From an optimization exercise on the open Yosys and OpenROAD flow, aimed at a short achievable clock period and few clock cycles per item; shortcuts taken in it are not production practice.

==> flow/design.v <==
module goertzel_multi #(
  parameter int NUM_BINS     = 4,
  parameter int LOG2_SAMPLES = 9,
  parameter int D_W          = 16,
  parameter int S_W          = 8,
  parameter int FRAC         = 14
) (
  input  logic                    dsp_clk,
  input  logic                    rst_n,
  input  logic                    start,
  input  logic                    coef_wr,
  input  logic [2:0]              coef_idx,
  input  logic [D_W-1:0]          coef_val,
  output logic [LOG2_SAMPLES-1:0] sample_address,
  input  logic [S_W-1:0]          sample_data_in,
  output logic                    busy,
  output logic                    mag_valid,
  input  logic                    mag_ready,
  output logic [2:0]              mag_bin,
  output logic [D_W-1:0]          mag_data,
  output logic                    frame_done
);
  localparam int NB  = 4;
  localparam int ND  = 8;            
  localparam int XREG = 0;           
  localparam int FIRST = 2 + XREG;   
  localparam int CNT_POST = FIRST + 512;   
  localparam int CNT_LOAD = FIRST + 514;   
  localparam logic [17:0] W_K = 18'(-4 * 21845);
  localparam logic [33:0] P_K = 34'(-(64'd21845 << 16) - (64'd21845 << 18));
  logic                    busy_q;
  logic [9:0]              cnt_q;
  logic [LOG2_SAMPLES-1:0] addr_q;
  logic                    clr_q;      
  logic                    clr2_q;
  logic                    xz_q;       
  logic                    mvalid_q;
  logic [2:0]              bin_q;
  logic                    done_q;
  logic [D_W-1:0]          mag_q [NB];
  logic [D_W-1:0]          coef_q [NB];
  logic [ND-1:0]           one_q  [NB];
  logic [ND-1:0]           two_q  [NB];
  logic [ND-1:0]           neg_q  [NB];
  logic                    accept;
  logic                    last_out;
  assign accept   = mvalid_q && mag_ready;
  assign last_out = (bin_q == 3'(NB - 1));
  function automatic logic [3*ND-1:0] booth_recode(input logic [15:0] c);
    logic b0, b1, b2;
    for (int i = 0; i < ND; i++) begin
      b0 = (i == 0) ? 1'b0 : c[2*i-1];
      b1 = c[2*i];
      b2 = c[2*i+1];
      booth_recode[i]      = b1 ^ b0;                              
      booth_recode[ND+i]   = (b2 & ~b1 & ~b0) | (~b2 & b1 & b0);   
      booth_recode[2*ND+i] = b2 & ~(b1 & b0);                      
    end
  endfunction
  function automatic logic [63:0] csa(input logic [31:0] a, input logic [31:0] b,
                                      input logic [31:0] c);
    csa = {((a & b) | (a & c) | (b & c)) << 1, a ^ b ^ c};
  endfunction
  function automatic logic [67:0] csa34(input logic [33:0] a, input logic [33:0] b,
                                        input logic [33:0] c);
    csa34 = {((a & b) | (a & c) | (b & c)) << 1, a ^ b ^ c};
  endfunction
  always_ff @(posedge dsp_clk) begin
    if (!rst_n) begin
      busy_q   <= 1'b0;
      cnt_q    <= '0;
      addr_q   <= '0;
      mvalid_q <= 1'b0;
      bin_q    <= '0;
      done_q   <= 1'b0;
      for (int b = 0; b < NB; b++) begin
        coef_q[b] <= '0;
        one_q[b]  <= '0;
        two_q[b]  <= '0;
        neg_q[b]  <= '0;
      end
    end else begin
      done_q <= 1'b0;
      if (!busy_q) begin
        if (coef_wr && !coef_idx[2]) begin
          for (int b = 0; b < NB; b++) begin
            if (coef_idx[1:0] == 2'(b)) begin
              coef_q[b] <= coef_val;
              {neg_q[b], two_q[b], one_q[b]} <= booth_recode(coef_val);
            end
          end
        end
        if (start) begin
          busy_q <= 1'b1;
          cnt_q  <= 10'd1;
          addr_q <= 9'd1;
        end
      end else begin
        if (cnt_q != 10'(CNT_LOAD + 1)) cnt_q <= cnt_q + 1'b1;
        addr_q <= addr_q + 1'b1;
        if (cnt_q == 10'(CNT_LOAD)) begin
          mvalid_q <= 1'b1;
          bin_q    <= '0;
        end
        if (accept) begin
          if (last_out) begin
            mvalid_q <= 1'b0;
            busy_q   <= 1'b0;
            done_q   <= 1'b1;
            cnt_q    <= '0;
            addr_q   <= '0;
            bin_q    <= '0;
          end else begin
            bin_q <= bin_q + 1'b1;
          end
        end
      end
    end
  end
  always_ff @(posedge dsp_clk) begin
    clr2_q <= !rst_n || !busy_q || (accept && last_out);
    clr_q  <= (XREG == 0) ? (!rst_n || !busy_q || (accept && last_out))
                          : (!rst_n || clr2_q || (busy_q && cnt_q == 10'd1));
    xz_q   <= busy_q && (cnt_q == 10'(CNT_POST - 2));
  end
  logic signed [S_W-1:0] x_in, x_q;
  always_ff @(posedge dsp_clk) x_q <= $signed(sample_data_in);
  assign x_in = (XREG != 0) ? x_q : $signed(sample_data_in);
  logic [33:0] p_val [NB];
  for (genvar b = 0; b < NB; b++) begin : g_bin
    logic signed [15:0] s1_q, s2_q;
    logic [17:0]        w_q;          
    logic signed [17:0] u_q;          
    logic [16:0] row [ND];
    logic signed [16:0] s1x;
    assign s1x = 17'(s1_q);
    for (genvar i = 0; i < ND; i++) begin : g_row
      logic [16:0] m, e;
      assign m = ({17{one_q[b][i]}} & s1x) | ({17{two_q[b][i]}} & {s1x[15:0], 1'b0});
      assign e = m ^ {17{neg_q[b][i]}};
      assign row[i] = {~e[16], e[15:0]};
    end
    logic [13:0] nlo;
    for (genvar i = 0; i < 7; i++) begin : g_nlo
      assign nlo[2*i]   = neg_q[b][i];
      assign nlo[2*i+1] = 1'b0;
    end
    logic [31:0] r [9];
    for (genvar i = 0; i < ND; i++) begin : g_r
      assign r[i] = 32'({15'd0, row[i]}) << (2 * i);
    end
    assign r[8] = {w_q, nlo};
    logic [31:0] l1 [6];
    logic [31:0] l2 [4];
    logic [31:0] l3 [3];
    logic [31:0] l4 [2];
    assign {l1[1], l1[0]} = csa(r[0], r[1], r[2]);
    assign {l1[3], l1[2]} = csa(r[3], r[4], r[5]);
    assign {l1[5], l1[4]} = csa(r[6], r[7], r[8]);
    assign {l2[1], l2[0]} = csa(l1[0], l1[1], l1[2]);
    assign {l2[3], l2[2]} = csa(l1[3], l1[4], l1[5]);
    assign {l3[1], l3[0]} = csa(l2[0], l2[1], l2[2]);
    assign l3[2] = l2[3];
    assign {l4[1], l4[0]} = csa(l3[0], l3[1], l3[2]);
    logic [31:0] tot;
    assign tot = l4[0] + l4[1];
    logic        ovf;
    logic [15:0] s0;
    assign ovf = (tot[31] != tot[30]) || (tot[30] != tot[29]);
    assign s0  = ovf ? {tot[31], {15{~tot[31]}}} : tot[29:14];
    logic [15:0]        s1c_q;        
    logic [ND-1:0]      aone_q, atwo_q, aneg_q;    
    logic [ND-1:0]      bone_q, btwo_q, bneg_q;    
    always_ff @(posedge dsp_clk) begin
      s1_q  <= clr_q ? 16'sd0 : $signed(s0);
      s2_q  <= s1_q;
      w_q   <= 18'(xz_q ? 8'sd0 : x_in) - 18'(s1_q) + 18'(neg_q[b][7]) + W_K;
      u_q   <= $signed(tot[31:14]);
      s1c_q <= s1_q;
      {aneg_q, atwo_q, aone_q} <= booth_recode(s1_q);
      {bneg_q, btwo_q, bone_q} <= booth_recode(s2_q);
    end
    logic [33:0] q [18];
    logic signed [16:0] ax;
    logic signed [18:0] ux;
    assign ax = 17'($signed(s1c_q));
    assign ux = 19'(u_q);
    for (genvar i = 0; i < ND; i++) begin : g_prow
      logic [16:0] ma, ea;
      logic [18:0] mb, eb;
      logic        nb;
      assign ma = ({17{aone_q[i]}} & ax) | ({17{atwo_q[i]}} & {ax[15:0], 1'b0});
      assign ea = ma ^ {17{aneg_q[i]}};
      assign nb = ~bneg_q[i];
      assign mb = ({19{bone_q[i]}} & ux) | ({19{btwo_q[i]}} & {ux[17:0], 1'b0});
      assign eb = mb ^ {19{nb}};
      assign q[i]      = 34'({~ea[16], ea[15:0]}) << (2 * i);
      assign q[ND + i] = 34'({~eb[18], eb[17:0]}) << (2 * i);
      assign q[16][2*i]   = aneg_q[i];
      assign q[16][2*i+1] = 1'b0;
      assign q[17][2*i]   = nb;
      assign q[17][2*i+1] = 1'b0;
    end
    assign q[16][33:16] = P_K[33:16];
    assign q[17][33:16] = '0;
    logic [33:0] k1 [12];
    logic [33:0] k2 [8];
    logic [33:0] k3 [6];
    logic [33:0] k4 [4];
    logic [33:0] k5 [3];
    logic [33:0] k6 [2];
    for (genvar j = 0; j < 6; j++) begin : g_k1
      assign {k1[2*j+1], k1[2*j]} = csa34(q[3*j], q[3*j+1], q[3*j+2]);
    end
    for (genvar j = 0; j < 4; j++) begin : g_k2
      assign {k2[2*j+1], k2[2*j]} = csa34(k1[3*j], k1[3*j+1], k1[3*j+2]);
    end
    assign {k3[1], k3[0]} = csa34(k2[0], k2[1], k2[2]);
    assign {k3[3], k3[2]} = csa34(k2[3], k2[4], k2[5]);
    assign k3[4] = k2[6];
    assign k3[5] = k2[7];
    assign {k4[1], k4[0]} = csa34(k3[0], k3[1], k3[2]);
    assign {k4[3], k4[2]} = csa34(k3[3], k3[4], k3[5]);
    assign {k5[1], k5[0]} = csa34(k4[0], k4[1], k4[2]);
    assign k5[2] = k4[3];
    assign {k6[1], k6[0]} = csa34(k5[0], k5[1], k5[2]);
    logic [33:0] ps_q, pc_q;
    always_ff @(posedge dsp_clk) begin
      ps_q <= k6[0];
      pc_q <= k6[1];
    end
    assign p_val[b] = ps_q + pc_q;
  end
  function automatic logic [D_W-1:0] clamp(input logic [33:0] p);
    if (p[33]) clamp = '0;
    else if (|p[32:16]) clamp = '1;
    else clamp = p[15:0];
  endfunction
  always_ff @(posedge dsp_clk) begin
    if (busy_q && cnt_q == 10'(CNT_LOAD)) begin
      for (int b = 0; b < NB; b++) mag_q[b] <= clamp(p_val[b]);
    end else if (accept) begin
      for (int b = 0; b < NB - 1; b++) mag_q[b] <= mag_q[b+1];
    end
  end
  assign sample_address = addr_q;
  assign busy           = busy_q;
  assign mag_valid      = mvalid_q;
  assign mag_bin        = bin_q;
  assign mag_data       = mag_q[0];
  assign frame_done     = done_q;
endmodule
clock: 13.0 ns
lec_check: 0
cap_margin: 20
core_margin: 2
core_utilization: 40
slew_margin: 20
standard.sh (not shown) runs the stock make flow with config.mk's settings and CLKGATE_MAP_FILE= SYNTH_SCRIPT=/design/flow/synth_recipe.tcl, a recipe that flattens the netlist after the stock synthesis.
==> flow/flow/run.sh <==
#!/bin/bash
set -euo pipefail
bash standard.sh SETUP_SLACK_MARGIN=8.5 finish > standard_flow.log 2>&1
Then changed:
==> flow/run.sh (new file) <==
#!/bin/bash
# synth_recipe.tcl (not shown) runs the flow's synth.tcl, then flattens the netlist and writes it again
# the make line also repeats each setting of config.mk as NAME=value (left out here)
make -C /OpenROAD-flow-scripts/flow DESIGN_CONFIG=/design/flow/config.mk WORK_HOME=/design/flow/orfs CLKGATE_MAP_FILE= SYNTH_SCRIPT=/design/flow/synth_recipe.tcl finish
Settings changed: CORE_UTILIZATION 40 to 55, SETUP_SLACK_MARGIN set to 5.
removed: flow/flow/run.sh
removed: flow/standard.sh
Outcome: The new run went through all stages and came out clean. Final cell count fell by roughly a tenth. Count of clock-buffer cells in the layout fell by 13. Final area fell by a little under a tenth. Area after synthesis stays the same. Global-route usage rose by 8.0 points. First-iteration DRC count rose by roughly a tenth. Utilization rose by 12 points. Die area fell by a quarter to a third. Via count fell by a few percent.
Function was not checked in any run of this note: the RTL went through the layout flow alone.

re-timing with driven ports:
No port has a modelled driver above. Below, the same layouts with a new extraction and two added sets of constraints. Step 1: set_driving_cell puts a clkbuf_16 on dsp_clk and a buf_2 on each other input, an assumption about the parent block. Step 2 moves the port delays by t, midway between the first and last clock arrival at a register: inputs arrive t later, outputs are due t later. That takes back most of the time a late clock gives input paths. a / b / c = ideal ports / drivers / drivers and shift; a / b = the first two.
run | t (ns) | setup slack, ns | clock arrival spread, ns | pins driven straight from the clock port
the first run | 0.862 | 7.051 / 7.051 / 7.051 | 0.076 / 0.076 | 1
the second run | 0.863 | 5.592 / 5.592 / 5.592 | 0.039 / 0.039 | 1
After both steps every run listed still meets setup and hold.
